Background: an optimization exercise with open tools, aiming at small area and a short achievable clock period. Do not read the settings as production practice. No functional check of the RTL was part of any run shown here. No activity file was given, so power comes from the tool's default toggle rates.

`flow/design.v`:
```
`timescale 1ns / 1ps
`default_nettype none
package crcfr_pkg;
	localparam logic [31:0] CRC_POLY = 32'hEDB8_8320;
	localparam logic [31:0] CRC_INIT = 32'hFFFF_FFFF;
	localparam logic [31:0] CRC_RESIDUE  = 32'hDEBB_20E3;
	localparam logic [7:0]  RES_LOW_KEY  = 8'hED;
	localparam logic [23:0] RES_HIGH_KEY = 24'h00BE26;
	localparam logic [7:0] TYPE_INPUT = 8'h01;
	localparam logic [7:0] TYPE_EMPTY = 8'h02;
	localparam logic [2:0] STATUS_OK        = 3'd0;
	localparam logic [2:0] STATUS_SHORT     = 3'd1;
	localparam logic [2:0] STATUS_BAD_MAGIC = 3'd2;
	localparam logic [2:0] STATUS_BAD_CRC   = 3'd3;
	localparam logic [2:0] STATUS_EMPTY     = 3'd4;
	localparam logic [2:0] STATUS_TOO_LONG  = 3'd5;
	function automatic logic [31:0] crc32_byte(input logic [31:0] crc, input logic [7:0] b);
		logic [31:0] c;
		c = crc ^ {24'd0, b};
		for (int i = 0; i < 8; i++) begin
			c = c[0] ? ((c >> 1) ^ CRC_POLY) : (c >> 1);
		end
		crc32_byte = c;
	endfunction
endpackage
`default_nettype wire
`timescale 1ns / 1ps
`default_nettype none
module crc_frame_receiver_core (
	input  wire logic               clk,
	input  wire logic               arst_n,
	input  wire logic               magic_wr_en,
	input  wire logic [15:0]        magic_wr_data,
	input  wire logic               in_valid,
	output logic                    in_ready,
	input  wire logic [7:0]         data_byte,
	input  wire logic               last_byte,
	output logic                    out_valid,
	input  wire logic               out_ready,
	output logic [2:0]              status,
	output logic [7:0]              msg_type,
	output logic [31:0]             seq_number,
	output logic [63:0]             timestamp_bits,
	output logic [63:0]             keys_low,
	output logic [15:0]             keys_high,
	output logic signed [15:0]      cursor_dx,
	output logic signed [15:0]      cursor_dy,
	output logic [7:0]              buttons,
	output logic signed [7:0]       scroll,
	output logic [10:0]             payload_length
);
	localparam logic [10:0] CNT_BYTE0 = 11'd2027;
	logic [15:0]  magic_q;
	logic         out_valid_q;
	logic         mid_q;
	logic [10:0]  cnt_q;
	logic         long_q;
	logic         magic_ok_q;
	logic [31:0]  crc_q;
	logic [2:0]   status_q;
	logic [7:0]   type_q;
	logic [31:0]  seq_q;
	logic [63:0]  time_q;
	logic [79:0]  keys_q;
	logic [15:0]  dx_q;
	logic [15:0]  dy_q;
	logic [7:0]   buttons_q;
	logic [7:0]   scroll_q;
	logic         in_xfer;
	logic         first;
	logic [32:0]  at;
	logic [10:0]  cnt_inc;
	logic         long_c;
	logic         len_lt21, len_lt37, len_eq21;
	logic         is_input, is_empty;
	logic         crc_ok;
	logic [2:0]   stat_c;
	logic         drop_hdr, drop_input;
	logic [7:0]   fill;
	logic [32:0]  wr;
	assign in_ready = !out_valid_q || out_ready;
	assign in_xfer  = in_valid && in_ready;
	assign first    = !mid_q;
	assign at[0] = first;
	for (genvar k = 1; k <= 32; k++) begin : g_at
		assign at[k] = mid_q && (cnt_q == 11'((k + 2027) % 2048));
	end
	assign cnt_inc  = (first ? CNT_BYTE0 : cnt_q) + 11'd1;
	assign long_c   = mid_q && (long_q || cnt_q == CNT_BYTE0);
	assign len_lt21 = first || (cnt_q >= 11'd2028 && cnt_q <= 11'd2046);
	assign len_eq21 = mid_q && (cnt_q == 11'd2047);
	assign len_lt37 = first || cnt_q >= 11'd2028 || cnt_q <= 11'd14;
	assign is_input = (type_q == crcfr_pkg::TYPE_INPUT);
	assign is_empty = (type_q == crcfr_pkg::TYPE_EMPTY);
	assign crc_ok = ((crc_q[7:0] ^ data_byte) == crcfr_pkg::RES_LOW_KEY)
	             && (crc_q[31:8] == crcfr_pkg::RES_HIGH_KEY);
	always_comb begin
		if (long_c) begin
			stat_c = crcfr_pkg::STATUS_TOO_LONG;
		end else if (len_lt21 || (is_input && len_lt37)) begin
			stat_c = crcfr_pkg::STATUS_SHORT;
		end else if (!magic_ok_q) begin
			stat_c = crcfr_pkg::STATUS_BAD_MAGIC;
		end else if (!crc_ok) begin
			stat_c = crcfr_pkg::STATUS_BAD_CRC;
		end else if (is_empty && len_eq21) begin
			stat_c = crcfr_pkg::STATUS_EMPTY;
		end else begin
			stat_c = crcfr_pkg::STATUS_OK;
		end
	end
	assign drop_hdr   = (stat_c != crcfr_pkg::STATUS_OK);
	assign drop_input = drop_hdr || !is_input;
	assign fill       = last_byte ? 8'd0 : data_byte;
	for (genvar k = 0; k <= 32; k++) begin : g_wr
		if (k >= 17) begin : g_in
			assign wr[k] = at[k] || (last_byte && drop_input);
		end else begin : g_hdr
			assign wr[k] = at[k] || (last_byte && drop_hdr);
		end
	end
	always_ff @(posedge clk or negedge arst_n) begin
		if (!arst_n) begin
			magic_q <= '0;
		end else if (magic_wr_en) begin
			magic_q <= magic_wr_data;
		end
	end
	always_ff @(posedge clk or negedge arst_n) begin
		if (!arst_n) begin
			out_valid_q <= 1'b0;
		end else if (in_xfer && last_byte) begin
			out_valid_q <= 1'b1;
		end else if (out_ready) begin
			out_valid_q <= 1'b0;
		end
	end
	always_ff @(posedge clk or negedge arst_n) begin
		if (!arst_n) begin
			mid_q <= 1'b0;
		end else if (in_xfer) begin
			mid_q <= !last_byte;
		end
	end
	always_ff @(posedge clk) begin
		if (in_xfer) begin
			cnt_q  <= (last_byte && drop_hdr) ? 11'd0 : cnt_inc;
			long_q <= long_c;
			crc_q  <= crcfr_pkg::crc32_byte(first ? crcfr_pkg::CRC_INIT : crc_q, data_byte);
			if (at[0]) magic_ok_q <= (data_byte == magic_q[7:0]);
			if (at[1]) magic_ok_q <= magic_ok_q && (data_byte == magic_q[15:8]);
			if (last_byte) status_q <= stat_c;
			if (wr[3]) type_q <= fill;
			for (int i = 0; i < 4; i++) begin
				if (wr[5 + i]) seq_q[8*i +: 8] <= fill;
			end
			for (int i = 0; i < 8; i++) begin
				if (wr[9 + i]) time_q[8*i +: 8] <= fill;
			end
			for (int i = 0; i < 10; i++) begin
				if (wr[17 + i]) keys_q[8*i +: 8] <= fill;
			end
			for (int i = 0; i < 2; i++) begin
				if (wr[27 + i]) dx_q[8*i +: 8] <= fill;
				if (wr[29 + i]) dy_q[8*i +: 8] <= fill;
			end
			if (wr[31]) buttons_q <= fill;
			if (wr[32]) scroll_q  <= fill;
		end
	end
	assign out_valid      = out_valid_q;
	assign status         = status_q;
	assign msg_type       = type_q;
	assign seq_number     = seq_q;
	assign timestamp_bits = time_q;
	assign payload_length = cnt_q;
	assign keys_low       = keys_q[63:0];
	assign keys_high      = keys_q[79:64];
	assign cursor_dx      = dx_q;
	assign cursor_dy      = dy_q;
	assign buttons        = buttons_q;
	assign scroll         = scroll_q;
endmodule
`default_nettype wire
```
`flow/flow/run.sh`:
```
#!/bin/bash
# Layout: the standard ORFS flow, with the port buffers that buffer_ports
# inserts made sky130_fd_sc_hd__buf_1 (the resizer may upsize them later).
set -euo pipefail
export BUFFER_PORTS_ARGS="-buffer_cell sky130_fd_sc_hd__buf_1"
bash standard.sh > standard_flow.log 2>&1
```
`flow/standard.sh`:
```
#!/bin/bash
# synth_recipe.tcl (not shown) runs the flow's synth.tcl, then flattens the netlist and writes it again
# the make line also repeats each setting of config.mk as NAME=value (left out here)
make -C /OpenROAD-flow-scripts/flow DESIGN_CONFIG=/design/flow/config.mk WORK_HOME=/design/flow/orfs CLKGATE_MAP_FILE= SYNTH_SCRIPT=/design/flow/synth_recipe.tcl "${@:-finish}"
```
`flow/config.mk`:
```
export PLATFORM = sky130hd
export DESIGN_NAME = crc_frame_receiver_core
export DESIGN_NICKNAME = crc_frame_receiver_core
export VERILOG_FILES = /design/flow/design.v
export SDC_FILE = /design/flow/constraint.sdc
export NUM_CORES = 4
export LEC_CHECK = 0
export CAP_MARGIN = 20
export CORE_MARGIN = 2
export CORE_UTILIZATION = 40
export CTS_BUF_LIST = sky130_fd_sc_hd__clkbuf_4
export SETUP_SLACK_MARGIN = 2.7
export SLEW_MARGIN = 20
export TNS_END_PERCENT = 0
```
`flow/constraint.sdc`:
```
create_clock -name core_clock -period 5.0 [get_ports {clk}]
set_input_delay 1.0000 -clock core_clock [delete_from_list [all_inputs] [get_ports {clk}]]
set_output_delay 1.0000 -clock core_clock [all_outputs]
set_load 0.01 [all_outputs]
```
==> impl_metrics.json, run 1 <==
{
  "drc": 0,
  "tns_ns": 0,
  "start_util": 0.407,
  "seq_area_frac_synth": 0.754,
  "ir_worst_vdd_mv": 0.367,
  "crit_slowest_cell": "edfxtp_1",
  "synth_ff_type": "edfxtp_1",
  "core_sq_mm": 0.0289,
  "fin_skew_ns": 0.0499,
  "p_sw_frac": 0.289,
  "rsz0062_at_grt": "true",
  "ant_nets": 0,
  "die_h_um": 175,
  "slew_viol_final": 0,
  "cp-end-kind": "register",
  "cts.sinks": 298,
  "path_class": "register to register",
  "rows": 62,
  "worstPathArrival_ns": 2.98,
  "track_usage": 0.194,
  "cts_tree": "yes",
  "routed_wl_mm": 30.7,
  "grt_overflow": 0,
  "clk_pin_slew_ns": 0.07,
  "run_status": "no timing/DRC/antenna violations",
  "antenna_found_initial": 0,
  "grt_max_degree": 44,
  "stdcell_count": 1511,
  "holdWs_ns": 0.277,
  "crit_path_max_fanout": 7,
  "design_area_sq_mm": 0.0150,
  "startpoint_type": "register",
  "synth_cell_types": 58,
  "crit_path_max_incr_delay_ns": 0.47,
  "p_seq_frac": 0.462,
  "async_flop_share": 0.0604,
  "cp_cell_sequence": "buf_4 > and4_1 > nand3b_1 > a311oi_2 > o211a_4 > nor2_4 > buf_8 > a21oi_4 > buf_12",
  "layout.nets": 1098,
  "synth_area_sq_mm": 0.0118,
  "synth_edf_count": 280,
  "slew_headroom": 0.457,
  "worst_pin_slew_ns": 0.814,
  "hp-class": "input port to asynchronous set/reset pin",
  "grt_pass1_vias": 7087,
  "comb_power_share": 0.241,
  "globalplace.congestion": 0.794,
  "dp_cells": 1338,
  "via_per_inst": 4.80,
  "io_pins": 278,
  "pwr-share-clk": 0.297,
  "area_growth_pct": 27.2,
  "drive_gt1_frac": 0.242,
  "finalSetupViolCount": 0,
  "max_cap_violations": 0,
  "yosys_warnings": 1,
  "hpwl_mm": 20.2,
  "antennaDiodeCount": 0,
  "clk_latency_ns": 0.71,
  "p_int_mw": 5.18,
  "cts-root-buf": "clkbuf_4",
  "holdBufCountCts": 0,
  "synth_seq_cells": 298,
  "syn_area_per_cell_sq_um": 17.1,
  "synthCells": 687,
  "routedWlPerCell_um": 20.3,
  "synth_top_cell_area_share": 0.715,
  "port_buffers": 277,
  "hold_violations": 0,
  "drt-initial-drc-count": 618,
  "place_area_sq_mm": 0.0134,
  "fmax_mhz": 390,
  "cts-buffers-inserted": 75,
  "vias": 7246,
  "post-route-period-util": 0.513,
  "crit_required_ns": 5.42,
  "powerDensity_mw_per_mm2": 487,
  "syn_nets": 718,
  "h-tree-depth": 3,
  "clk_path_buf_depth": 3,
  "drt-pass1-iter-count": 5,
  "die_area_sq_mm": 0.0308,
  "grt_pass1_wl_mm": 44.1,
  "die_w_um": 175,
  "switchingPower_mw": 2.10,
  "yosysTopAreaCell": "edfxtp_1",
  "period_needed_ns": 2.57,
  "yosys-top-cells-area": "edfxtp_1, xnor2_1, dfrtp_1",
  "p_leak_nw": 5.18
}
-- repair_timing --
action,CTS,global route
resized for setup,36,3
gates cloned,1,0
pin swaps,11,5
endpoints found under the setup margin,295,367
buffers inserted,32,3
-- worst max-delay path, delay by kind of cell (launching register included) --
| kind | cells | cell delay [ns] |
|---|---|---|
| flip-flops | 1 | 0.47 |
| buffers and inverters | 3 | 0.51 |
| AO/OA/AOI/OAI | 3 | 0.77 |
| AND/OR/NAND/NOR | 3 | 0.54 |
-- layer usage --
metal / GRT usage / wire length (um) / up-vias / share of wire
met3: 0.0530 / 2160 / 55 / 0.071
met2: 0.337 / 15800 / 311 / 0.51
met5: 0 / 0 / - / 0
li1: - / - / 3341 / -
met1: 0.234 / 12000 / 3539 / 0.39
met4: 0.0647 / 765 / 0 / 0.025
-- Yosys cell counts (3+ instances only) --
cell,instances
a211oi_1,3
xor2_2,3
mux2_2,16
xnor2_4,3
dfrtp_1,18
buf_6,3
nor4_1,8
nand2_1,38
nand3b_1,4
nor2_1,24
o31ai_1,3
xnor2_1,66
inv_1,9
a21oi_2,10
nand3_1,11
and2_1,6
clkbuf_1,8
nand2b_1,7
o21ai_0,18
nand4_1,6
nor4_2,3
a21oi_1,10
nor3_1,7
and3_1,4
buf_2,13
buf_4,5
nor2b_1,13
xor2_1,49
xnor2_2,4
edfxtp_1,280
-- worst paths after layout --
kind | startpoint | to | slack (ns) | cells after the start
hold / removal | arst_n | mid_q | 0.28 | 1
max in group asynchronous | arst_n | mid_q | 4.38 | 1
setup / recovery | cnt_q[2] | seq_q[19] | 2.43 | 9
hold reg to reg | magic_q[1] | magic_q[1] | 0.53 | 1
setup reg to reg | cnt_q[2] | seq_q[19] | 2.43 | 9
min in group core_clock | magic_q[1] | magic_q[1] | 0.53 | 1
-- final cells by class --
class | instances | area [sq um]
clock inverter | 27 | 210
inverter | 10 | 43.8
timing repair buffer | 333 | 1510
multi-input combinational | 349 | 3020
sequential | 298 | 8860
clock buffer | 110 | 826
fill | 2518 | 13900
tap | 384 | 480
-- registers in the layout (all words and copies together) (netlist names), 3 cells and up --
signal / cells
magic_q: 16
buttons_q: 8
scroll_q: 8
keys_q: 80
crc_q: 32
dy_q: 16
cnt_q: 11
type_q: 8
dx_q: 16
seq_q: 32
status_q: 3
time_q: 64
-- layout by cell type, fill, tap and decap left out, types with 5 or more instances in the layout --
cell type | synthesis | routed
dfrtp_1 | 18 | 17
nor4_1 | 8 | 7
nor3_1 | 7 | 6
clkbuf_4 | 0 | 110
nor2b_1 | 13 | 5
a21oi_1 | 10 | 7
xnor2_1 | 66 | 65
xor2_1 | 49 | 48
o21ai_0 | 18 | 8
buf_1 | 2 | 272
edfxtp_1 | 280 | 280
a21oi_4 | 0 | 10
and2_1 | 6 | 5
nor2b_2 | 0 | 8
nand4_1 | 6 | 6
inv_1 | 9 | 8
nand2_1 | 38 | 36
buf_4 | 5 | 51
nand2b_1 | 7 | 6
mux2_2 | 16 | 16
o21ai_2 | 0 | 12
nand3_1 | 11 | 11
nor2_1 | 24 | 24
clkinv_1 | 0 | 17
-- power by group through the flow --
stage | Combinational [mW] | Clock (mW) | Sequential (mW)
2_1_floorplan | 1.33 | 0 | 3.36
3_5_place_dp | 1.68 | 0 | 3.42
6_report | 1.75 | 2.16 | 3.36
4_1_cts | 1.77 | 2.22 | 3.37
5_1_grt | 1.91 | 2.35 | 3.39
3_3_place_gp | 1.66 | 0 | 3.43
-- stage by stage --
| stage | utilization | setup slack, ns | power [mW] |
|---|---|---|---|
| floorplan | - | 2.21 | 4.69 |
| global placement | 0.465 | 1.48 | 5.09 |
| detailed placement | 0.465 | 1.45 | 5.10 |
| CTS | 0.517 | 2.45 | 7.35 |
| global route | 0.518 | 2.31 | 7.65 |
| finish | 0.518 | 2.43 | 7.28 |
-- kinds of logic after synthesis --
kind of cell               Yosys count  synth area share
muxes                               16            0.0153
buffers and inverters               41            0.0182
adders and majority gates            1           0.00106
xor gates and xnor gates           127             0.106
DFF                                298             0.754
AOI/OAI and AO/OA                   55            0.0345
and+or+nand+nor                    149            0.0711
==> inputs of run 2 (changes only) <==
--- a/flow/design.v
+++ b/flow/design.v
@@ -54,7 +54,7 @@
 	logic         out_valid_q;
 	logic         mid_q;
 	logic [10:0]  cnt_q;
-	logic         long_q;
+	logic         nx_long_q, nx_lt21_q, nx_lt37_q, nx_eq21_q;
 	logic         magic_ok_q;
 	logic [31:0]  crc_q;
 	logic [2:0]   status_q;
@@ -86,10 +86,10 @@
 		assign at[k] = mid_q && (cnt_q == 11'((k + 2027) % 2048));
 	end
 	assign cnt_inc  = (first ? CNT_BYTE0 : cnt_q) + 11'd1;
-	assign long_c   = mid_q && (long_q || cnt_q == CNT_BYTE0);
-	assign len_lt21 = first || (cnt_q >= 11'd2028 && cnt_q <= 11'd2046);
-	assign len_eq21 = mid_q && (cnt_q == 11'd2047);
-	assign len_lt37 = first || cnt_q >= 11'd2028 || cnt_q <= 11'd14;
+	assign long_c   = mid_q && nx_long_q;
+	assign len_lt21 = first || nx_lt21_q;
+	assign len_eq21 = mid_q && nx_eq21_q;
+	assign len_lt37 = first || nx_lt37_q;
 	assign is_input = (type_q == crcfr_pkg::TYPE_INPUT);
 	assign is_empty = (type_q == crcfr_pkg::TYPE_EMPTY);
 	assign crc_ok = ((crc_q[7:0] ^ data_byte) == crcfr_pkg::RES_LOW_KEY)
@@ -145,7 +145,10 @@
 	always_ff @(posedge clk) begin
 		if (in_xfer) begin
 			cnt_q  <= (last_byte && drop_hdr) ? 11'd0 : cnt_inc;
-			long_q <= long_c;
+			nx_long_q <= long_c || (mid_q && cnt_q == 11'd2026);
+			nx_lt21_q <= first || (cnt_q >= 11'd2027 && cnt_q <= 11'd2045);
+			nx_eq21_q <= mid_q && cnt_q == 11'd2046;
+			nx_lt37_q <= first || cnt_q >= 11'd2027 || cnt_q <= 11'd13;
 			crc_q  <= crcfr_pkg::crc32_byte(first ? crcfr_pkg::CRC_INIT : crc_q, data_byte);
 			if (at[0]) magic_ok_q <= (data_byte == magic_q[7:0]);
 			if (at[1]) magic_ok_q <= magic_ok_q && (data_byte == magic_q[15:8]);
--- a/flow/config.mk
+++ b/flow/config.mk
@@ -8,7 +8,7 @@
 export CAP_MARGIN = 20
 export CORE_MARGIN = 2
 export CORE_UTILIZATION = 40
-export CTS_BUF_LIST = sky130_fd_sc_hd__clkbuf_4
-export SETUP_SLACK_MARGIN = 2.7
+export CTS_BUF_LIST = sky130_fd_sc_hd__clkbuf_8
+export SETUP_SLACK_MARGIN = 2.6
 export SLEW_MARGIN = 20
 export TNS_END_PERCENT = 0
==> run 2 against run 1 <==
- still clean
- register-to-register slack barely moved
- first-iteration DRC count rose by 22%
- non-clock buffer count fell by 20
- sequential power rose by 2%
- sequential cell count rose by 3
- fmax barely moved
- total power rose by 0.37%
- combinational power rose by 2%
- critical path depth fell by 2
- global-route usage rose by 1.2 points
- critical path type unchanged
- largest power group unchanged
==> impl_metrics.json, run 2 <==
{
  "grt_pass1_wl_mm": 46.7,
  "synth_cell_types": 58,
  "yosys_warnings": 1,
  "routed_wl_mm": 32.6,
  "io_pins": 278,
  "yosysTopAreaCell": "edfxtp_1",
  "drt-pass1-iter-count": 5,
  "cts_tree": "yes",
  "syn_nets": 747,
  "vias": 7287,
  "hpwl_mm": 22.5,
  "synth.top_cells.by_count": "edfxtp_1, xnor2_1, nand2_1, nor2_1, xor2_1",
  "grt_pass1_vias": 7304,
  "finalSetupViolCount": 0,
  "synth_most_common_cell": "edfxtp_1",
  "grt_overflow": 0,
  "fin_skew_ns": 0.0370,
  "reg_top3": "keys_q (80), time_q (64)",
  "start_util": 0.404,
  "grt_max_degree": 60,
  "post-route-period-util": 0.513,
  "largest_register_ffs": 80,
  "synth_top_cell_area_share": 0.714,
  "tns_ns": 0,
  "hold_violations": 0,
  "seq_area_frac_synth": 0.752,
  "synth_edf_count": 283,
  "max_cap_violations": 0,
  "synthCells": 716,
  "worstPathArrival_ns": 2.86,
  "ant_nets": 0,
  "h-tree-depth": 2,
  "port_buffers": 277,
  "mostFrequentLayoutCell": "edfxtp_1",
  "drive_gt1_frac": 0.171,
  "routedWlPerCell_um": 22.1,
  "core_sq_mm": 0.0295,
  "area_growth_pct": 25.0,
  "clk_latency_ns": 0.58,
  "worst_pin_slew_ns": 1.13,
  "globalplace.congestion": 0.808,
  "antennaDiodeCount": 0,
  "cts-buffers-inserted": 48,
  "synth_seq_cells": 301,
  "ir_worst_vdd_mv": 0.352,
  "final_cell_mix": "edfxtp_1, buf_1, xnor2_1",
  "drc": 0,
  "clk_path_buf_depth": 3,
  "run_status": "no timing/DRC/antenna violations",
  "cp-end-kind": "register",
  "holdBufCountCts": 0,
  "p_leak_nw": 4.94,
  "track_usage": 0.206,
  "layout.nets": 1077,
  "synth-compound-area-share": 0.0326,
  "syn_area_per_cell_sq_um": 16.6,
  "crit_required_ns": 5.29,
  "synth_top_family_by_area": "XOR/XNOR gates",
  "die_h_um": 177,
  "die_area_sq_mm": 0.0312,
  "slew_viol_final": 0,
  "yosys-top-cells-area": "edfxtp_1, xnor2_1, dfrtp_1",
  "synth_xor_xnor_area_share": 0.105,
  "synthAdderAreaFrac": 0.00105,
  "synth_ff_type": "edfxtp_1",
  "period_needed_ns": 2.56,
  "synth_area_sq_mm": 0.0119,
  "rsz0062_at_grt": "true",
  "crit_path_max_fanout": 15,
  "async_flop_share": 0.0598,
  "drt-initial-drc-count": 751,
  "path_class": "register to register",
  "rows": 63,
  "slew_headroom": 0.243,
  "cts-root-buf": "clkbuf_8",
  "via_per_inst": 4.94,
  "clk_pin_slew_ns": 0.06,
  "cts.sinks": 301,
  "synthSimpleGateAreaFrac": 0.0741,
  "nFillCells": 2548,
  "largest-register": "keys_q",
  "hp-class": "input port to asynchronous set/reset pin",
  "postLayoutCoreUtil": 0.505,
  "muxShareOfSynthArea": 0.0151,
  "antenna_found_initial": 0,
  "powerDensity_mw_per_mm2": 491,
  "startpoint_type": "register",
  "fmax_mhz": 390,
  "die_w_um": 177
}
run 2: cell count changes after synthesis, moves of 5 or more:
cell	change
o21ai_1	+8
a21oi_2	-10
buf_2	-7
xor2_1	-24
nand3_1	+5
a21oi_1	+9
nor2_1	+11
nand2_1	+6
xnor2_1	+31
run 2: critical path, stage by stage, from the launching register on:
cell and delay, ns:
edfxtp_1 0.39, nor4b_2 0.27, nand4_1 0.24, or4_4 0.58
buf_4 0.18, o31ai_4 0.22, buf_12 0.24, a21oi_4 0.13
run 2: cell type report:
cell class,instances,area (sq um),area share
repair buffers,313,1400,0.0941
inverters,8,30.0,0.00202
flip-flops and latches,301,8950,0.601
well taps,390,488,0.0328
multi-input cells,374,3070,0.206
clock inverters,40,288,0.0193
clock buffers,48,661,0.0444
run 2: power by group:
group | switching, mW | internal, mW
clock network | 0.970 | 1.12
registers | 0.231 | 3.19
logic | 0.920 | 0.875
run 2: metal layers:
layer	wire length [um]	vias to the layer above	global-route usage
met1	13300	3586	0.262
li1	-	3285	-
met2	16000	360	0.346
met5	0	-	0
met3	2430	56	0.0491
met4	821	0	0.0727
run 2: what timing repair did:
action	4_1_cts	5_1_grt
cloned	1	0
pin swaps	11	2
setup buffers	12	4
setup endpoints to repair	254	261
gates resized for setup	49	3
run 2: final timing paths:
kind	cells past startpoint	start	slack (ns)	end
setup reg to reg	7	crc_q[14]	2.44	time_q[40]
max in group asynchronous	1	arst_n	4.27	magic_q[2]
hold reg to reg	1	magic_q[8]	0.53	magic_q[8]
hold / removal	1	arst_n	0.37	mid_q
min in group core_clock	1	magic_q[8]	0.53	magic_q[8]
setup / recovery	7	crc_q[14]	2.44	time_q[40]
run 2: kinds of logic after synthesis:
family / Yosys count
simple gates: 166
mux: 16
buf+inv: 41
compound gates: 60
xor+xnor: 131
fa+ha+maj: 1
flops: 301
run 2: metrics by stage:
stage	hold WS [ns]	cell area [sq um]	instances	power [mW]	setup WS (ns)
3_5_place_dp	0.516	13500	1369	5.22	1.38
3_3_place_gp	0.514	13500	1369	5.21	1.35
2_1_floorplan	0.501	12000	716	4.79	2.15
4_1_cts	0.536	14800	1470	7.34	2.43
5_1_grt	0.381	14900	1474	7.66	2.38
6_report	0.375	14900	1474	7.30	2.44
==> inputs of run 3 (changes only) <==
--- a/flow/design.v
+++ b/flow/design.v
@@ -57,6 +57,8 @@
 	logic         nx_long_q, nx_lt21_q, nx_lt37_q, nx_eq21_q;
 	logic         magic_ok_q;
 	logic [31:0]  crc_q;
+	logic         crc_hi_ok_q;
+	logic [31:0]  crc_nxt;
 	logic [2:0]   status_q;
 	logic [7:0]   type_q;
 	logic [31:0]  seq_q;
@@ -92,8 +94,8 @@
 	assign len_lt37 = first || nx_lt37_q;
 	assign is_input = (type_q == crcfr_pkg::TYPE_INPUT);
 	assign is_empty = (type_q == crcfr_pkg::TYPE_EMPTY);
-	assign crc_ok = ((crc_q[7:0] ^ data_byte) == crcfr_pkg::RES_LOW_KEY)
-	             && (crc_q[31:8] == crcfr_pkg::RES_HIGH_KEY);
+	assign crc_nxt = crcfr_pkg::crc32_byte(first ? crcfr_pkg::CRC_INIT : crc_q, data_byte);
+	assign crc_ok  = ((crc_q[7:0] ^ data_byte) == crcfr_pkg::RES_LOW_KEY) && crc_hi_ok_q;
 	always_comb begin
 		if (long_c) begin
 			stat_c = crcfr_pkg::STATUS_TOO_LONG;
@@ -149,7 +151,8 @@
 			nx_lt21_q <= first || (cnt_q >= 11'd2027 && cnt_q <= 11'd2045);
 			nx_eq21_q <= mid_q && cnt_q == 11'd2046;
 			nx_lt37_q <= first || cnt_q >= 11'd2027 || cnt_q <= 11'd13;
-			crc_q  <= crcfr_pkg::crc32_byte(first ? crcfr_pkg::CRC_INIT : crc_q, data_byte);
+			crc_q  <= crc_nxt;
+			crc_hi_ok_q <= (crc_nxt[31:8] == crcfr_pkg::RES_HIGH_KEY);
 			if (at[0]) magic_ok_q <= (data_byte == magic_q[7:0]);
 			if (at[1]) magic_ok_q <= magic_ok_q && (data_byte == magic_q[15:8]);
 			if (last_byte) status_q <= stat_c;
==> run 3 against run 2 <==
- still clean
- sequential cell count up 1
- critical path depth increased by 3
- sequential share of layout area shrank 1.8 points
- via count rose by 1.4%
- largest cell class unchanged
- largest power group unchanged
- highest routed layer unchanged
==> impl_metrics.json, run 3 <==
{
  "synthCells": 738,
  "drt-initial-drc-count": 525,
  "drc": 0,
  "cp-end-kind": "register",
  "via_per_inst": 4.88,
  "met3_length_mm": 2.19,
  "tns_ns": 0,
  "cts-root-buf": "clkbuf_8",
  "synth_seq_cells": 302,
  "cts.sinks": 302,
  "grt_overflow": 0,
  "holdBufCountCts": 0,
  "rows": 63,
  "ir_worst_vdd_mv": 0.371,
  "largest-register": "keys_q",
  "synth_area_sq_mm": 0.0122,
  "start_util": 0.408,
  "io_pins": 278,
  "drive_gt1_frac": 0.184,
  "period_needed_ns": 2.74,
  "hold_violations": 0,
  "die_h_um": 178,
  "cts-buffers-inserted": 50,
  "layout.nets": 1116,
  "powerDensity_mw_per_mm2": 503,
  "postLayoutCoreUtil": 0.517,
  "slew_headroom": 0.382,
  "h-tree-depth": 2,
  "syn_area_per_cell_sq_um": 16.5,
  "core_sq_mm": 0.0298,
  "clk_pin_slew_ns": 0.06,
  "antenna_found_initial": 0,
  "top_layer_used": "met4",
  "startpoint_type": "input port",
  "synth_top_cell_area_share": 0.702,
  "mostFrequentLayoutCell": "edfxtp_1",
  "fin_skew_ns": 0.0256,
  "area_growth_pct": 26.6,
  "path_class": "input port to register",
  "die_w_um": 178,
  "dr_wl_met2_mm": 16.3,
  "worstPathArrival_ns": 3.01,
  "async_flop_share": 0.0596,
  "p_leak_nw": 5.27,
  "fmax_mhz": 365,
  "finalSetupViolCount": 0,
  "multiInputGateArea_sq_mm": 0.00329,
  "rsz0062_at_grt": "true",
  "track_usage": 0.201,
  "regArea_sq_mm": 0.00898,
  "grt_pass1_wl_mm": 46.6,
  "clk_path_buf_depth": 3,
  "ant_nets": 0,
  "post-route-period-util": 0.548,
  "worst_slack_ns": 2.26,
  "final_cell_mix": "edfxtp_1, buf_1, xnor2_1",
  "slew_viol_final": 0,
  "routedWlPerCell_um": 21.5,
  "syn_nets": 770,
  "synth_cell_types": 54,
  "vias": 7388,
  "crit_path_max_fanout": 8,
  "synth.top_cells.by_count": "edfxtp_1, xnor2_1, nand2_1, xor2_1, a21oi_1",
  "port_buffers": 277,
  "synth_ff_type": "edfxtp_1",
  "hp-class": "input port to asynchronous set/reset pin",
  "nFillCells": 2561,
  "reg_top3": "keys_q (80), time_q (64)",
  "grt_max_degree": 45,
  "crit_required_ns": 5.27,
  "die_area_sq_mm": 0.0318,
  "synth_most_common_cell": "edfxtp_1",
  "wl_met1_mm": 13.1,
  "yosysTopAreaCell": "edfxtp_1",
  "cts_tree": "yes",
  "yosys-top-cells-area": "edfxtp_1, xnor2_1, xor2_1",
  "synth_edf_count": 284,
  "worst_pin_slew_ns": 0.927,
  "max_cap_violations": 0,
  "routed_wl_mm": 32.5,
  "grt_pass1_vias": 7439,
  "run_status": "no timing/DRC/antenna violations",
  "dp_slack_ns": 1.11,
  "antennaDiodeCount": 0,
  "drt-pass1-iter-count": 5,
  "globalplace.congestion": 0.770,
  "largest_register_ffs": 80,
  "seq_area_frac_synth": 0.739,
  "yosys_warnings": 1,
  "clk_latency_ns": 0.58,
  "hpwl_mm": 21.5
}
-- run 3: kinds of logic (layout without fill, tap and decap cells) --
family	count (synthesis)	after routing	share of synthesized area
flip-flops	302	302	0.739
AND/OR/NAND/NOR	168	168	0.0700
XOR/XNOR	143	143	0.116
AO/OA/AOI/OAI	57	57	0.0331
buffers and inverters	46	431	0.0220
multiplexers	20	20	0.0182
adder cells (fa/ha/maj)	2	2	0.00206
-- run 3: cell type report --
type,count,area share
multi-input cells,390,0.214
clock buffers,55,0.0492
inverters,12,0.00309
flip-flops and latches,302,0.584
clock inverters,36,0.0174
well taps,390,0.0317
repair buffers,328,0.101
-- run 3: where the power goes --
part	leakage (nW)	internal, mW	switching (mW)	total, mW
clock network	0.577	1.23	0.963	2.19
logic	1.77	0.978	1.20	2.18
registers	2.92	3.19	0.183	3.37
-- run 3: critical path, stage by stage --
cell     delay, ns
buf_1         0.08
buf_6         0.12
xnor2_1       0.14
nand4_1       0.12
or4_4         0.57
or3_4         0.39
o21ai_4       0.18
buf_12        0.15
buf_16        0.14
a21oi_4       0.10
-- run 3: final timing paths --
check	from	to	slack (ns)	cells after the start
min reg2reg	magic_q[0]	magic_q[0]	0.53	1
max	data_byte[1]	dx_q[6]	2.26	10
min in group core_clock	magic_q[0]	magic_q[0]	0.53	1
max in group asynchronous	arst_n	mid_q	4.25	1
min	arst_n	magic_q[8]	0.38	1
max reg2reg	type_q[3]	seq_q[19]	2.34	9
-- run 3: what timing repair did --
item	in CTS	in global routing
pin swaps	10	7
buffers inserted	28	1
cloned	2	0
gates resized for setup	54	5
setup endpoints to repair	247	254
-- run 3: per-layer routing --
layer | track usage | vias up
met3 | 0.0407 | 59
met1 | 0.252 | 3623
met2 | 0.343 | 333
met4 | 0.0738 | 0
li1 | - | 3373
met5 | 0 | -
-- run 3: metrics by stage --
step / hold WS, ns / power [mW] / cells / area, sq um
2_1_floorplan: 0.501 / 4.95 / 738 / 12200
3_3_place_gp: 0.518 / 5.43 / 1391 / 13700
3_5_place_dp: 0.521 / 5.44 / 1391 / 13700
4_1_cts: 0.534 / 7.77 / 1512 / 15300
5_1_grt: 0.402 / 8.15 / 1513 / 15400
6_report: 0.380 / 7.74 / 1513 / 15400

port drivers added, routing unchanged:
How much do the figures lean on ideal ports? The routed layouts below were timed once more, with nothing changed but the port constraints. Step 1: set_driving_cell puts a clkbuf_16 on clk and a buf_2 on each other input, an assumption about the parent block. Step 2 adds t to the input delays and takes it off the output delays; t is the mean of the earliest and latest rising clock arrival at the registers after step 1. Input paths then give back, and output paths get back, about the clock's delay inside the block. Three values: no drivers, after step 1, after step 2; two values: the first two.
| run | t, ns | setup slack, ns | clock arrival spread, ns | pins driven straight from the clock port |
|---|---|---|---|---|
| run 1 | 0.719 | 2.433 / 2.433 / 1.788 | 0.058 / 0.058 | 1 |
| run 2 | 0.607 | 2.435 / 2.435 / 1.878 | 0.037 / 0.037 | 1 |
| run 3 | 0.603 | 2.259 / 2.279 / 1.676 | 0.029 / 0.029 | 1 |
After both steps every run listed still meets setup and hold. For run 1, which loses most, drivers alone change the setup slack by 0.000 ns; drivers and shift together by -0.645 ns.
